What follows belongs to an exercise in optimizing a design on an open flow for a short achievable clock period and few clock cycles; a production flow would make more cautious choices. In this exercise RTL edits were held to simulation tests only and were not proved equivalent to the original. No activity file was given, so power comes from the tool's default toggle rates.

==> run a <==
## blocking_sa_cache
module blocking_sa_cache #(
  parameter int addr_width_p          = 32,
  parameter int data_width_p          = 32,
  parameter int block_size_in_words_p = 4,
  parameter int sets_p                = 4,
  parameter int ways_p                = 2
) (
  input  logic                                   clk,
  input  logic                                   reset,
  input  logic [2+addr_width_p+data_width_p-1:0] cache_pkt_i,
  input  logic                                   v_i,
  output logic                                   ready_o,
  output logic [data_width_p-1:0]                data_o,
  output logic                                   v_o,
  input  logic                                   yumi_i,
  output logic [addr_width_p:0]                  dma_pkt_o,
  output logic                                   dma_pkt_v_o,
  input  logic                                   dma_pkt_yumi_i,
  input  logic [data_width_p-1:0]                dma_data_i,
  input  logic                                   dma_data_v_i,
  output logic                                   dma_data_ready_o,
  output logic [data_width_p-1:0]                dma_data_o,
  output logic                                   dma_data_v_o,
  input  logic                                   dma_data_yumi_i,
  output logic                                   v_we_o
);
clock: 7.0 ns
lec_check: 0
abc_clock_period_in_ps: 3000
cap_margin: 40
core_margin: 2
core_utilization: 33
place_density_lb_addon: 0.1
setup_slack_margin: 4.0
slew_margin: 40
tns_end_percent: 100
run.sh (not shown) runs the stock make flow with config.mk's settings and CLKGATE_MAP_FILE= SYNTH_SCRIPT=/design/flow/synth_recipe.tcl, a recipe that flattens the netlist after the stock synthesis.
==> run b (differences from run a) <==
--- a/flow/design.v
+++ b/flow/design.v
@@ -30,47 +30,43 @@
   localparam int way_w   = $clog2(ways_p);
   localparam int tag_w   = addr_width_p - idx_w - blk_w - off_w;
   localparam int baddr_w = addr_width_p - blk_w - off_w;
   localparam int line_w  = idx_w + way_w;
   localparam int lines_p = sets_p * ways_p;
   localparam int words_p = block_size_in_words_p;
   localparam int pkt_w   = 2 + addr_width_p + data_width_p;
   localparam int last_w  = block_size_in_words_p - 1;
-  localparam int qd_p    = 16;              
+  localparam int qd_p    = 12;              
   localparam int qc_w    = $clog2(qd_p + 1);
   localparam int qi_w    = $clog2(qd_p);
-  localparam int pd_p    = 3;               
+  localparam int pd_p    = 2;               
   localparam int pc_w    = $clog2(pd_p + 1);
   localparam int id_w    = 4;               
   localparam logic [1:0] OP_LW = 2'b00, OP_SW = 2'b01, OP_TAGST = 2'b10;
   typedef enum logic [2:0] {E_IDLE, E_PKT, E_WB_DATA, E_FILL_PKT, E_FILL_DATA} estate_e;
   logic [tag_w-1:0]              tag_mem  [sets_p][ways_p];
   logic [sets_p-1:0][ways_p-1:0] valid_bits;
   logic [sets_p-1:0][ways_p-1:0] dirty_bits;
   logic [sets_p-1:0]             victim_cnt;
   logic [lines_p-1:0]            line_pend;             
   logic [id_w-1:0]               line_pid [lines_p];    
   logic [id_w-1:0]               id_ctr;
   logic [data_width_p-1:0]       data_mem [lines_p * words_p];
   logic                          s_v, s_m0, s_m1;
-  logic [ways_p-1:0]             s_busy;           
-  logic                          s_lx;             
-  logic [lines_p*words_p-1:0]    s_we;             
   logic [1:0]                    s_op;
   logic [addr_width_p-1:0]       s_addr;
   logic [data_width_p-1:0]       s_data;
   logic                          ready_r;
   logic [qd_p-1:0]               q_v;
   logic [1:0]                    q_op   [qd_p];
   logic [line_w-1:0]             q_line [qd_p];
   logic [blk_w-1:0]              q_word [qd_p];
   logic [data_width_p-1:0]       q_data [qd_p];
   logic                          q_w    [qd_p];    
-  logic                          q_x    [qd_p];    
   logic [id_w-1:0]               q_id   [qd_p];
   logic [qc_w-1:0]               q_cnt;
   logic                          o_v, o_vsw;
   logic [data_width_p-1:0]       o_data;
   logic [pd_p-1:0]               p_v;
   logic                          p_wb   [pd_p];
   logic [tag_w-1:0]              p_otag [pd_p];
   logic [line_w-1:0]             p_line [pd_p];
@@ -90,16 +86,21 @@
   logic [data_width_p-1:0]       wd_r;
   logic accept;
   assign accept = v_i && ready_r;
   logic [idx_w-1:0]              in_idx;
   logic [tag_w-1:0]              in_tag;
   logic [sets_p-1:0][ways_p-1:0] line_eq;
   assign in_idx = cache_pkt_i[data_width_p+off_w+blk_w +: idx_w];
   assign in_tag = cache_pkt_i[data_width_p+addr_width_p-1 -: tag_w];
+  always_comb begin
+    for (int s = 0; s < sets_p; s++)
+      for (int w = 0; w < ways_p; w++)
+        line_eq[s][w] = valid_bits[s][w] && (tag_mem[s][w] == in_tag);
+  end
   logic [idx_w-1:0]         s_idx;
   logic [tag_w-1:0]         s_tag;
   logic [blk_w-1:0]         s_word;
   logic                     s_way_tagst;
   logic                     m0, m1, hit, hit_way, vic_way, vic_wb;
   logic [line_w-1:0]        use_line;
   logic                     is_mem, is_miss;
   logic                     fill_wr, fill_last;
@@ -125,88 +126,48 @@
     for (int w = 0; w < ways_p; w++) begin
       set_wait[w] = line_wait[{s_idx, 1'(w)}][s_word];
       set_pid[w]  = line_pid[{s_idx, 1'(w)}];
     end
   end
   assign is_mem   = (s_op == OP_LW) || (s_op == OP_SW);
   assign is_miss  = s_v && is_mem && !hit;
   assign use_line = {s_idx, hit ? hit_way : vic_way};
+  logic            new_w;
+  logic [id_w-1:0] new_id;
   always_comb begin
-    for (int s = 0; s < sets_p; s++)
-      for (int w = 0; w < ways_p; w++)
-        line_eq[s][w] = valid_bits[s][w] && (tag_mem[s][w] == in_tag);
-  end
-  logic [1:0] in_op;
-  logic       in_retag;
-  assign in_op    = cache_pkt_i[pkt_w-1 -: 2];
-  assign in_retag = (in_op == OP_TAGST) ||
-                    (!in_op[1] && !line_eq[in_idx][0] && !line_eq[in_idx][1]);
-  logic [lines_p-1:0] busy_n;
-  logic               lx;                           
-  logic [data_width_p-1:0] rd_way [ways_p];
-  logic [data_width_p-1:0] s_rd;
-  always_comb begin
-    for (int w = 0; w < ways_p; w++) begin
-      rd_way[w]   = data_mem[{s_idx, 1'(w), s_word}];
-    end
-    lx   = s_lx;
-    s_rd = m0 ? rd_way[0] : rd_way[1];
-  end
-  logic                    new_w, new_x;
-  logic [id_w-1:0]         new_id;
-  logic [data_width_p-1:0] new_data;
-  always_comb begin
-    new_w    = is_mem && (!hit || (m0 ? set_wait[0] : set_wait[1]));
-    new_x    = is_mem && !lx;
-    new_id   = !hit ? id_ctr : (m0 ? set_pid[0] : set_pid[1]);
-    new_data = (lx && s_op == OP_LW) ? s_rd : s_data;
-    for (int l = 0; l < lines_p; l++) begin
-      busy_n[l] = line_pend[l] || (s_v && new_x && use_line == line_w'(l));
-      for (int i = 0; i < qd_p; i++)
-        if (q_v[i] && q_x[i] && q_line[i] == line_w'(l)) busy_n[l] = 1'b1;
-    end
-  end
-  logic [lines_p*words_p-1:0] in_we;
-  logic [blk_w-1:0]           in_word;
-  logic                       in_m0, in_wx;
-  assign in_word = cache_pkt_i[data_width_p+off_w +: blk_w];
-  always_comb begin
-    in_m0 = line_eq[in_idx][0];
-    in_wx = in_m0 ? !busy_n[{in_idx, 1'b0}]
-                  : line_eq[in_idx][1] && !busy_n[{in_idx, 1'b1}];
-    in_we = '0;
-    if (in_op == OP_SW && in_wx) in_we[{in_idx, !in_m0, in_word}] = 1'b1;
+    new_w  = is_mem && (!hit || (m0 ? set_wait[0] : set_wait[1]));
+    new_id = !hit ? id_ctr : (m0 ? set_pid[0] : set_pid[1]);
   end
   assign fill_wr   = (e_state == E_FILL_DATA) && dma_data_v_i;
   assign fill_last = fill_wr && (a_cnt == blk_w'(last_w));
   logic fill_sw;    
   assign fill_sw = q_v[0] && q_w[0] && (q_op[0] == OP_SW) && (a_id == q_id[0]) && (a_cnt == q_word[0]);
   logic head_ok, head_go, move;
   logic [qd_p-1:0] q_arr;    
   always_comb begin
     for (int i = 0; i < qd_p; i++)
       q_arr[i] = fill_wr && q_w[i] && (a_id == q_id[i]) && (a_cnt == q_word[i]);
   end
   assign head_ok = !q_w[0] || q_arr[0];
-  assign head_go = q_v[0] && q_x[0] && !q_w[0];           
+  assign head_go = q_v[0] && !q_w[0];                      
   assign move    = q_v[0] && head_ok && (!o_v || yumi_i);  
   assign v_o     = o_v;
   assign data_o  = o_data;
   assign v_we_o  = o_vsw && yumi_i;
   assign ready_o = ready_r;
   logic [1:0] hazard0, hazard1, hazard_new;    
   logic       start, hz_ok;
   always_comb begin
     hazard0    = '0;
     hazard1    = '0;
     hazard_new = '0;
     for (int i = 0; i < qd_p; i++)
       for (int x = 0; x < 2; x++)
-        if (i >= x && q_v[i] && q_x[i]) begin
+        if (i >= x && q_v[i] && !q_op[i][1]) begin
           if (qi_w'(i) < p_pos[0] && q_line[i] == p_line[0]) hazard0[x]    = 1'b1;
           if (qi_w'(i) < p_pos[1] && q_line[i] == p_line[1]) hazard1[x]    = 1'b1;
           if (q_line[i] == use_line)                         hazard_new[x] = 1'b1;
         end
   end
   assign start = p_v[0] && hz_ok && ((e_state == E_IDLE) || fill_last);
   assign dma_pkt_v_o      = pkt_v_r;
   assign dma_pkt_o        = pkt_r;
@@ -247,18 +208,17 @@
       e_state    <= E_IDLE;
       a_cnt      <= '0;
       a_arrived  <= '0;
       pkt_v_r    <= 1'b0;
       wd_v_r     <= 1'b0;
       rd_rdy_r   <= 1'b0;
     end else begin
       s_v <= accept;
-      ready_r <= (q_cnt_n + qc_w'(accept) < qc_w'(qd_p)) &&
-                 (p_cnt_n + pc_w'(accept) < pc_w'(pd_p)) && !(accept && in_retag);
+      ready_r <= !accept && (q_cnt_n < qc_w'(qd_p)) && (p_cnt_n < pc_w'(pd_p));
       q_cnt   <= q_cnt_n;
       p_cnt   <= p_cnt_n;
       if (start) hz_ok <= p_v[1] ? !hazard1[move] : (push && !hazard_new[move]);
       else       hz_ok <= p_v[0] ? !hazard0[move] : (push && !hazard_new[move]);
       if (s_v) begin
         if (s_op == OP_TAGST) begin
           valid_bits[s_idx][s_way_tagst] <= s_data[0];
           dirty_bits[s_idx][s_way_tagst] <= 1'b0;
@@ -332,19 +292,16 @@
   end
   always_ff @(posedge clk) begin
     if (accept) begin
       s_op   <= cache_pkt_i[pkt_w-1 -: 2];
       s_addr <= cache_pkt_i[data_width_p +: addr_width_p];
       s_data <= cache_pkt_i[data_width_p-1:0];
       s_m0   <= line_eq[in_idx][0];
       s_m1   <= line_eq[in_idx][1];
-      for (int w = 0; w < ways_p; w++) s_busy[w] <= busy_n[{in_idx, 1'(w)}];
-      s_we   <= in_we;
-      s_lx   <= !in_op[1] && in_wx;
     end
     if (s_v) begin
       if (s_op == OP_TAGST) tag_mem[s_idx][s_way_tagst] <= s_tag;
       else if (is_miss) begin
         tag_mem[s_idx][vic_way] <= s_tag;
         line_pid[use_line]      <= id_ctr;
       end
     end
@@ -353,32 +310,29 @@
       int   j;
       ins_h = s_v && q_at[i];
       ins_s = s_v && q_at[i+1];
       j     = (i < qd_p - 1) ? i + 1 : i;
       if (move) begin
         q_op[i]   <= ins_s ? s_op     : q_op[j];
         q_line[i] <= ins_s ? use_line : q_line[j];
         q_word[i] <= ins_s ? s_word   : q_word[j];
-        q_data[i] <= ins_s ? new_data : q_data[j];
-        q_x[i]    <= ins_s ? new_x    : q_x[j];
+        q_data[i] <= ins_s ? s_data   : q_data[j];
         q_w[i]    <= ins_s ? new_w    : q_w[j] && !q_arr[j];
         q_id[i]   <= ins_s ? new_id   : q_id[j];
       end else begin
         q_op[i]   <= ins_h ? s_op     : q_op[i];
         q_line[i] <= ins_h ? use_line : q_line[i];
         q_word[i] <= ins_h ? s_word   : q_word[i];
-        q_data[i] <= ins_h ? new_data : q_data[i];
-        q_x[i]    <= ins_h ? new_x    : q_x[i];
+        q_data[i] <= ins_h ? s_data   : q_data[i];
         q_w[i]    <= ins_h ? new_w    : q_w[i] && !q_arr[i];
         q_id[i]   <= ins_h ? new_id   : q_id[i];
       end
     end
-    if (move) o_data <= !q_x[0]  ? q_data[0] :
-                        q_arr[0] ? dma_data_i : data_mem[{q_line[0], q_word[0]}];
+    if (move) o_data <= q_arr[0] ? dma_data_i : data_mem[{q_line[0], q_word[0]}];
     for (int k = 0; k < pd_p; k++) begin
       logic            ins;
       int              j;
       logic [qi_w-1:0] pos;
       j   = (start && k < pd_p - 1) ? k + 1 : k;
       ins = push && (start ? p_at[k+1] : p_at[k]);
       pos = p_pos[j];
       if (ins) begin
@@ -407,12 +361,10 @@
     end else if (e_state == E_WB_DATA && dma_data_yumi_i && a_cnt == blk_w'(last_w)) begin
       pkt_r  <= {1'b0, a_addr, {(blk_w+off_w){1'b0}}};
     end
     if (e_state == E_PKT && dma_pkt_yumi_i) wd_r <= data_mem[{a_line, blk_w'(0)}];
     else if (e_state == E_WB_DATA && dma_data_yumi_i)
       wd_r <= data_mem[{a_line, a_cnt + blk_w'(1)}];
     if (fill_wr) data_mem[{a_line, a_cnt}] <= fill_sw ? q_data[0] : dma_data_i;
     if (head_go && q_op[0] == OP_SW) data_mem[{q_line[0], q_word[0]}] <= q_data[0];
-    for (int k = 0; k < lines_p * words_p; k++)
-      if (s_v && s_we[k]) data_mem[k] <= s_data;
   end
 endmodule
- CORE_UTILIZATION: 33 -> 40
- PLACE_DENSITY_LB_ADDON: 0.1 -> unset
- SETUP_SLACK_MARGIN: 4.0 -> 4.3
==> run c (differences from run a) <==
--- a/flow/design.v
+++ b/flow/design.v
@@ -30,47 +30,43 @@
   localparam int way_w   = $clog2(ways_p);
   localparam int tag_w   = addr_width_p - idx_w - blk_w - off_w;
   localparam int baddr_w = addr_width_p - blk_w - off_w;
   localparam int line_w  = idx_w + way_w;
   localparam int lines_p = sets_p * ways_p;
   localparam int words_p = block_size_in_words_p;
   localparam int pkt_w   = 2 + addr_width_p + data_width_p;
   localparam int last_w  = block_size_in_words_p - 1;
-  localparam int qd_p    = 16;              
+  localparam int qd_p    = 12;              
   localparam int qc_w    = $clog2(qd_p + 1);
   localparam int qi_w    = $clog2(qd_p);
-  localparam int pd_p    = 3;               
+  localparam int pd_p    = 2;               
   localparam int pc_w    = $clog2(pd_p + 1);
   localparam int id_w    = 4;               
   localparam logic [1:0] OP_LW = 2'b00, OP_SW = 2'b01, OP_TAGST = 2'b10;
   typedef enum logic [2:0] {E_IDLE, E_PKT, E_WB_DATA, E_FILL_PKT, E_FILL_DATA} estate_e;
   logic [tag_w-1:0]              tag_mem  [sets_p][ways_p];
   logic [sets_p-1:0][ways_p-1:0] valid_bits;
   logic [sets_p-1:0][ways_p-1:0] dirty_bits;
   logic [sets_p-1:0]             victim_cnt;
   logic [lines_p-1:0]            line_pend;             
   logic [id_w-1:0]               line_pid [lines_p];    
   logic [id_w-1:0]               id_ctr;
   logic [data_width_p-1:0]       data_mem [lines_p * words_p];
   logic                          s_v, s_m0, s_m1;
-  logic [ways_p-1:0]             s_busy;           
-  logic                          s_lx;             
-  logic [lines_p*words_p-1:0]    s_we;             
   logic [1:0]                    s_op;
   logic [addr_width_p-1:0]       s_addr;
   logic [data_width_p-1:0]       s_data;
   logic                          ready_r;
   logic [qd_p-1:0]               q_v;
   logic [1:0]                    q_op   [qd_p];
   logic [line_w-1:0]             q_line [qd_p];
   logic [blk_w-1:0]              q_word [qd_p];
   logic [data_width_p-1:0]       q_data [qd_p];
   logic                          q_w    [qd_p];    
-  logic                          q_x    [qd_p];    
   logic [id_w-1:0]               q_id   [qd_p];
   logic [qc_w-1:0]               q_cnt;
   logic                          o_v, o_vsw;
   logic [data_width_p-1:0]       o_data;
   logic [pd_p-1:0]               p_v;
   logic                          p_wb   [pd_p];
   logic [tag_w-1:0]              p_otag [pd_p];
   logic [line_w-1:0]             p_line [pd_p];
@@ -90,16 +86,21 @@
   logic [data_width_p-1:0]       wd_r;
   logic accept;
   assign accept = v_i && ready_r;
   logic [idx_w-1:0]              in_idx;
   logic [tag_w-1:0]              in_tag;
   logic [sets_p-1:0][ways_p-1:0] line_eq;
   assign in_idx = cache_pkt_i[data_width_p+off_w+blk_w +: idx_w];
   assign in_tag = cache_pkt_i[data_width_p+addr_width_p-1 -: tag_w];
+  always_comb begin
+    for (int s = 0; s < sets_p; s++)
+      for (int w = 0; w < ways_p; w++)
+        line_eq[s][w] = valid_bits[s][w] && (tag_mem[s][w] == in_tag);
+  end
   logic [idx_w-1:0]         s_idx;
   logic [tag_w-1:0]         s_tag;
   logic [blk_w-1:0]         s_word;
   logic                     s_way_tagst;
   logic                     m0, m1, hit, hit_way, vic_way, vic_wb;
   logic [line_w-1:0]        use_line;
   logic                     is_mem, is_miss;
   logic                     fill_wr, fill_last;
@@ -125,88 +126,48 @@
     for (int w = 0; w < ways_p; w++) begin
       set_wait[w] = line_wait[{s_idx, 1'(w)}][s_word];
       set_pid[w]  = line_pid[{s_idx, 1'(w)}];
     end
   end
   assign is_mem   = (s_op == OP_LW) || (s_op == OP_SW);
   assign is_miss  = s_v && is_mem && !hit;
   assign use_line = {s_idx, hit ? hit_way : vic_way};
+  logic            new_w;
+  logic [id_w-1:0] new_id;
   always_comb begin
-    for (int s = 0; s < sets_p; s++)
-      for (int w = 0; w < ways_p; w++)
-        line_eq[s][w] = valid_bits[s][w] && (tag_mem[s][w] == in_tag);
-  end
-  logic [1:0] in_op;
-  logic       in_retag;
-  assign in_op    = cache_pkt_i[pkt_w-1 -: 2];
-  assign in_retag = (in_op == OP_TAGST) ||
-                    (!in_op[1] && !line_eq[in_idx][0] && !line_eq[in_idx][1]);
-  logic [lines_p-1:0] busy_n;
-  logic               lx;                           
-  logic [data_width_p-1:0] rd_way [ways_p];
-  logic [data_width_p-1:0] s_rd;
-  always_comb begin
-    for (int w = 0; w < ways_p; w++) begin
-      rd_way[w]   = data_mem[{s_idx, 1'(w), s_word}];
-    end
-    lx   = s_lx;
-    s_rd = m0 ? rd_way[0] : rd_way[1];
-  end
-  logic                    new_w, new_x;
-  logic [id_w-1:0]         new_id;
-  logic [data_width_p-1:0] new_data;
-  always_comb begin
-    new_w    = is_mem && (!hit || (m0 ? set_wait[0] : set_wait[1]));
-    new_x    = is_mem && !lx;
-    new_id   = !hit ? id_ctr : (m0 ? set_pid[0] : set_pid[1]);
-    new_data = (lx && s_op == OP_LW) ? s_rd : s_data;
-    for (int l = 0; l < lines_p; l++) begin
-      busy_n[l] = line_pend[l] || (s_v && new_x && use_line == line_w'(l));
-      for (int i = 0; i < qd_p; i++)
-        if (q_v[i] && q_x[i] && q_line[i] == line_w'(l)) busy_n[l] = 1'b1;
-    end
-  end
-  logic [lines_p*words_p-1:0] in_we;
-  logic [blk_w-1:0]           in_word;
-  logic                       in_m0, in_wx;
-  assign in_word = cache_pkt_i[data_width_p+off_w +: blk_w];
-  always_comb begin
-    in_m0 = line_eq[in_idx][0];
-    in_wx = in_m0 ? !busy_n[{in_idx, 1'b0}]
-                  : line_eq[in_idx][1] && !busy_n[{in_idx, 1'b1}];
-    in_we = '0;
-    if (in_op == OP_SW && in_wx) in_we[{in_idx, !in_m0, in_word}] = 1'b1;
+    new_w  = is_mem && (!hit || (m0 ? set_wait[0] : set_wait[1]));
+    new_id = !hit ? id_ctr : (m0 ? set_pid[0] : set_pid[1]);
   end
   assign fill_wr   = (e_state == E_FILL_DATA) && dma_data_v_i;
   assign fill_last = fill_wr && (a_cnt == blk_w'(last_w));
   logic fill_sw;    
   assign fill_sw = q_v[0] && q_w[0] && (q_op[0] == OP_SW) && (a_id == q_id[0]) && (a_cnt == q_word[0]);
   logic head_ok, head_go, move;
   logic [qd_p-1:0] q_arr;    
   always_comb begin
     for (int i = 0; i < qd_p; i++)
       q_arr[i] = fill_wr && q_w[i] && (a_id == q_id[i]) && (a_cnt == q_word[i]);
   end
   assign head_ok = !q_w[0] || q_arr[0];
-  assign head_go = q_v[0] && q_x[0] && !q_w[0];           
+  assign head_go = q_v[0] && !q_w[0];                      
   assign move    = q_v[0] && head_ok && (!o_v || yumi_i);  
   assign v_o     = o_v;
   assign data_o  = o_data;
   assign v_we_o  = o_vsw && yumi_i;
   assign ready_o = ready_r;
   logic [1:0] hazard0, hazard1, hazard_new;    
   logic       start, hz_ok;
   always_comb begin
     hazard0    = '0;
     hazard1    = '0;
     hazard_new = '0;
     for (int i = 0; i < qd_p; i++)
       for (int x = 0; x < 2; x++)
-        if (i >= x && q_v[i] && q_x[i]) begin
+        if (i >= x && q_v[i] && !q_op[i][1]) begin
           if (qi_w'(i) < p_pos[0] && q_line[i] == p_line[0]) hazard0[x]    = 1'b1;
           if (qi_w'(i) < p_pos[1] && q_line[i] == p_line[1]) hazard1[x]    = 1'b1;
           if (q_line[i] == use_line)                         hazard_new[x] = 1'b1;
         end
   end
   assign start = p_v[0] && hz_ok && ((e_state == E_IDLE) || fill_last);
   assign dma_pkt_v_o      = pkt_v_r;
   assign dma_pkt_o        = pkt_r;
@@ -247,18 +208,17 @@
       e_state    <= E_IDLE;
       a_cnt      <= '0;
       a_arrived  <= '0;
       pkt_v_r    <= 1'b0;
       wd_v_r     <= 1'b0;
       rd_rdy_r   <= 1'b0;
     end else begin
       s_v <= accept;
-      ready_r <= (q_cnt_n + qc_w'(accept) < qc_w'(qd_p)) &&
-                 (p_cnt_n + pc_w'(accept) < pc_w'(pd_p)) && !(accept && in_retag);
+      ready_r <= !accept && (q_cnt_n < qc_w'(qd_p)) && (p_cnt_n < pc_w'(pd_p));
       q_cnt   <= q_cnt_n;
       p_cnt   <= p_cnt_n;
       if (start) hz_ok <= p_v[1] ? !hazard1[move] : (push && !hazard_new[move]);
       else       hz_ok <= p_v[0] ? !hazard0[move] : (push && !hazard_new[move]);
       if (s_v) begin
         if (s_op == OP_TAGST) begin
           valid_bits[s_idx][s_way_tagst] <= s_data[0];
           dirty_bits[s_idx][s_way_tagst] <= 1'b0;
@@ -332,19 +292,16 @@
   end
   always_ff @(posedge clk) begin
     if (accept) begin
       s_op   <= cache_pkt_i[pkt_w-1 -: 2];
       s_addr <= cache_pkt_i[data_width_p +: addr_width_p];
       s_data <= cache_pkt_i[data_width_p-1:0];
       s_m0   <= line_eq[in_idx][0];
       s_m1   <= line_eq[in_idx][1];
-      for (int w = 0; w < ways_p; w++) s_busy[w] <= busy_n[{in_idx, 1'(w)}];
-      s_we   <= in_we;
-      s_lx   <= !in_op[1] && in_wx;
     end
     if (s_v) begin
       if (s_op == OP_TAGST) tag_mem[s_idx][s_way_tagst] <= s_tag;
       else if (is_miss) begin
         tag_mem[s_idx][vic_way] <= s_tag;
         line_pid[use_line]      <= id_ctr;
       end
     end
@@ -353,32 +310,29 @@
       int   j;
       ins_h = s_v && q_at[i];
       ins_s = s_v && q_at[i+1];
       j     = (i < qd_p - 1) ? i + 1 : i;
       if (move) begin
         q_op[i]   <= ins_s ? s_op     : q_op[j];
         q_line[i] <= ins_s ? use_line : q_line[j];
         q_word[i] <= ins_s ? s_word   : q_word[j];
-        q_data[i] <= ins_s ? new_data : q_data[j];
-        q_x[i]    <= ins_s ? new_x    : q_x[j];
+        q_data[i] <= ins_s ? s_data   : q_data[j];
         q_w[i]    <= ins_s ? new_w    : q_w[j] && !q_arr[j];
         q_id[i]   <= ins_s ? new_id   : q_id[j];
       end else begin
         q_op[i]   <= ins_h ? s_op     : q_op[i];
         q_line[i] <= ins_h ? use_line : q_line[i];
         q_word[i] <= ins_h ? s_word   : q_word[i];
-        q_data[i] <= ins_h ? new_data : q_data[i];
-        q_x[i]    <= ins_h ? new_x    : q_x[i];
+        q_data[i] <= ins_h ? s_data   : q_data[i];
         q_w[i]    <= ins_h ? new_w    : q_w[i] && !q_arr[i];
         q_id[i]   <= ins_h ? new_id   : q_id[i];
       end
     end
-    if (move) o_data <= !q_x[0]  ? q_data[0] :
-                        q_arr[0] ? dma_data_i : data_mem[{q_line[0], q_word[0]}];
+    if (move) o_data <= q_arr[0] ? dma_data_i : data_mem[{q_line[0], q_word[0]}];
     for (int k = 0; k < pd_p; k++) begin
       logic            ins;
       int              j;
       logic [qi_w-1:0] pos;
       j   = (start && k < pd_p - 1) ? k + 1 : k;
       ins = push && (start ? p_at[k+1] : p_at[k]);
       pos = p_pos[j];
       if (ins) begin
@@ -407,12 +361,10 @@
     end else if (e_state == E_WB_DATA && dma_data_yumi_i && a_cnt == blk_w'(last_w)) begin
       pkt_r  <= {1'b0, a_addr, {(blk_w+off_w){1'b0}}};
     end
     if (e_state == E_PKT && dma_pkt_yumi_i) wd_r <= data_mem[{a_line, blk_w'(0)}];
     else if (e_state == E_WB_DATA && dma_data_yumi_i)
       wd_r <= data_mem[{a_line, a_cnt + blk_w'(1)}];
     if (fill_wr) data_mem[{a_line, a_cnt}] <= fill_sw ? q_data[0] : dma_data_i;
     if (head_go && q_op[0] == OP_SW) data_mem[{q_line[0], q_word[0]}] <= q_data[0];
-    for (int k = 0; k < lines_p * words_p; k++)
-      if (s_v && s_we[k]) data_mem[k] <= s_data;
   end
 endmodule
- CORE_UTILIZATION: 33 -> 40
- PLACE_DENSITY_LB_ADDON: 0.1 -> unset
- SETUP_SLACK_MARGIN: 4.0 -> 3.9
==> qor summary <==
|  | run a | run c | run b |
|---|---|---|---|
| Result of the run | timing/DRC/antenna clean | timing/DRC/antenna clean | timing/DRC/antenna clean |
| Clk slew on worst S/H paths | 0.06 ns | 0.07 ns | 0.06 ns |
| First-pass iteration count of the detailed router | 7 | 9 | 11 |
| Classification of the worst setup path | flop to flop | flop to flop | primary input to primary output |
| Comb power frac | 33.5% | 20.9% | 25.6% |
| Leakage power figure | 0.06727 uW | 0.04425 uW | 0.04922 uW |
| Number of storage elements in the synthesis netlist | 2495 | 2192 | 2192 |
| Total power density per cell area | 284.7 mW/mm^2 | 292.4 mW/mm^2 | 283.2 mW/mm^2 |
| Routed wire per std cell | 38.49 um | 31.23 um | 34.21 um |
| Worst path bufs/invs | 10 | 1 | 2 |
| Worst path setup slack after routing | 3.609 ns | 3.819 ns | 3.867 ns |
| Worst Setup End Kind | flop | flop | primary output |
| Relative area of clock buffers and inverters in the final design | 5.175% | 6.032% | 5.396% |
| Number of rows created at floorplan | 245 | 193 | 193 |
| Dpl hpwl | 424600 um | 236900 um | 247100 um |
| Global placement routability congestion | 0.9300 | 0.8996 | 0.9067 |
| DR iter-0 viols | 19040 | 14030 | 14980 |
| Placed Area | 0.1580 mm^2 | 0.1179 mm^2 | 0.1210 mm^2 |
| Number of cells on the worst hold path | 2 | 0 | 0 |
| Largest fanout on the critical path | 6 | 88 | 2 |
| Final clock skew | 0.09751 ns | 0.1184 ns | 0.07116 ns |
| Cells after synthesis | 13830 | 9532 | 9532 |
Testbench counts of run a, summed over its fixed seeds: cycles 15,886.
Testbench counts of run b, summed over its fixed seeds: cycles 16,391.
Testbench counts of run c, summed over its fixed seeds: cycles 16,391.

port drivers added, routing unchanged:
The flow's constraints put no driver on any port. The routed layouts listed below were extracted and timed again, unchanged, in two steps. Step 1, drivers: a clkbuf_16 drives clk and a buf_2 each remaining input, both assumed. Step 2, shift: input delay + t, output delay - t, t = (earliest + latest rising clock arrival at the registers) / 2. This alone moves slack from input paths to output paths. Slacks: no drivers / after step 1 / after step 2; pairs: no drivers / after step 1.
| run | shift t [ns] | setup WS [ns] | worst hold slack (ns) | worst setup path at the end | pins driven straight from the clock port |
|---|---|---|---|---|---|
| run a | 1.082 | 3.609 / 3.609 / 2.608 | 0.467 / 0.467 / 0.467 | input to register | 1 |
| run b | 1.034 | 3.867 / 3.780 / 3.156 | 0.410 / 0.410 / 0.410 | input to register | 1 |
| run c | 0.992 | 3.819 / 3.819 / 2.848 | 0.394 / 0.394 / 0.394 | input to register | 1 |
After both steps setup and hold are still met in every run listed. The setup slack of run a, which loses most, moves by 0.000 ns with the drivers and by -1.001 ns with both steps.
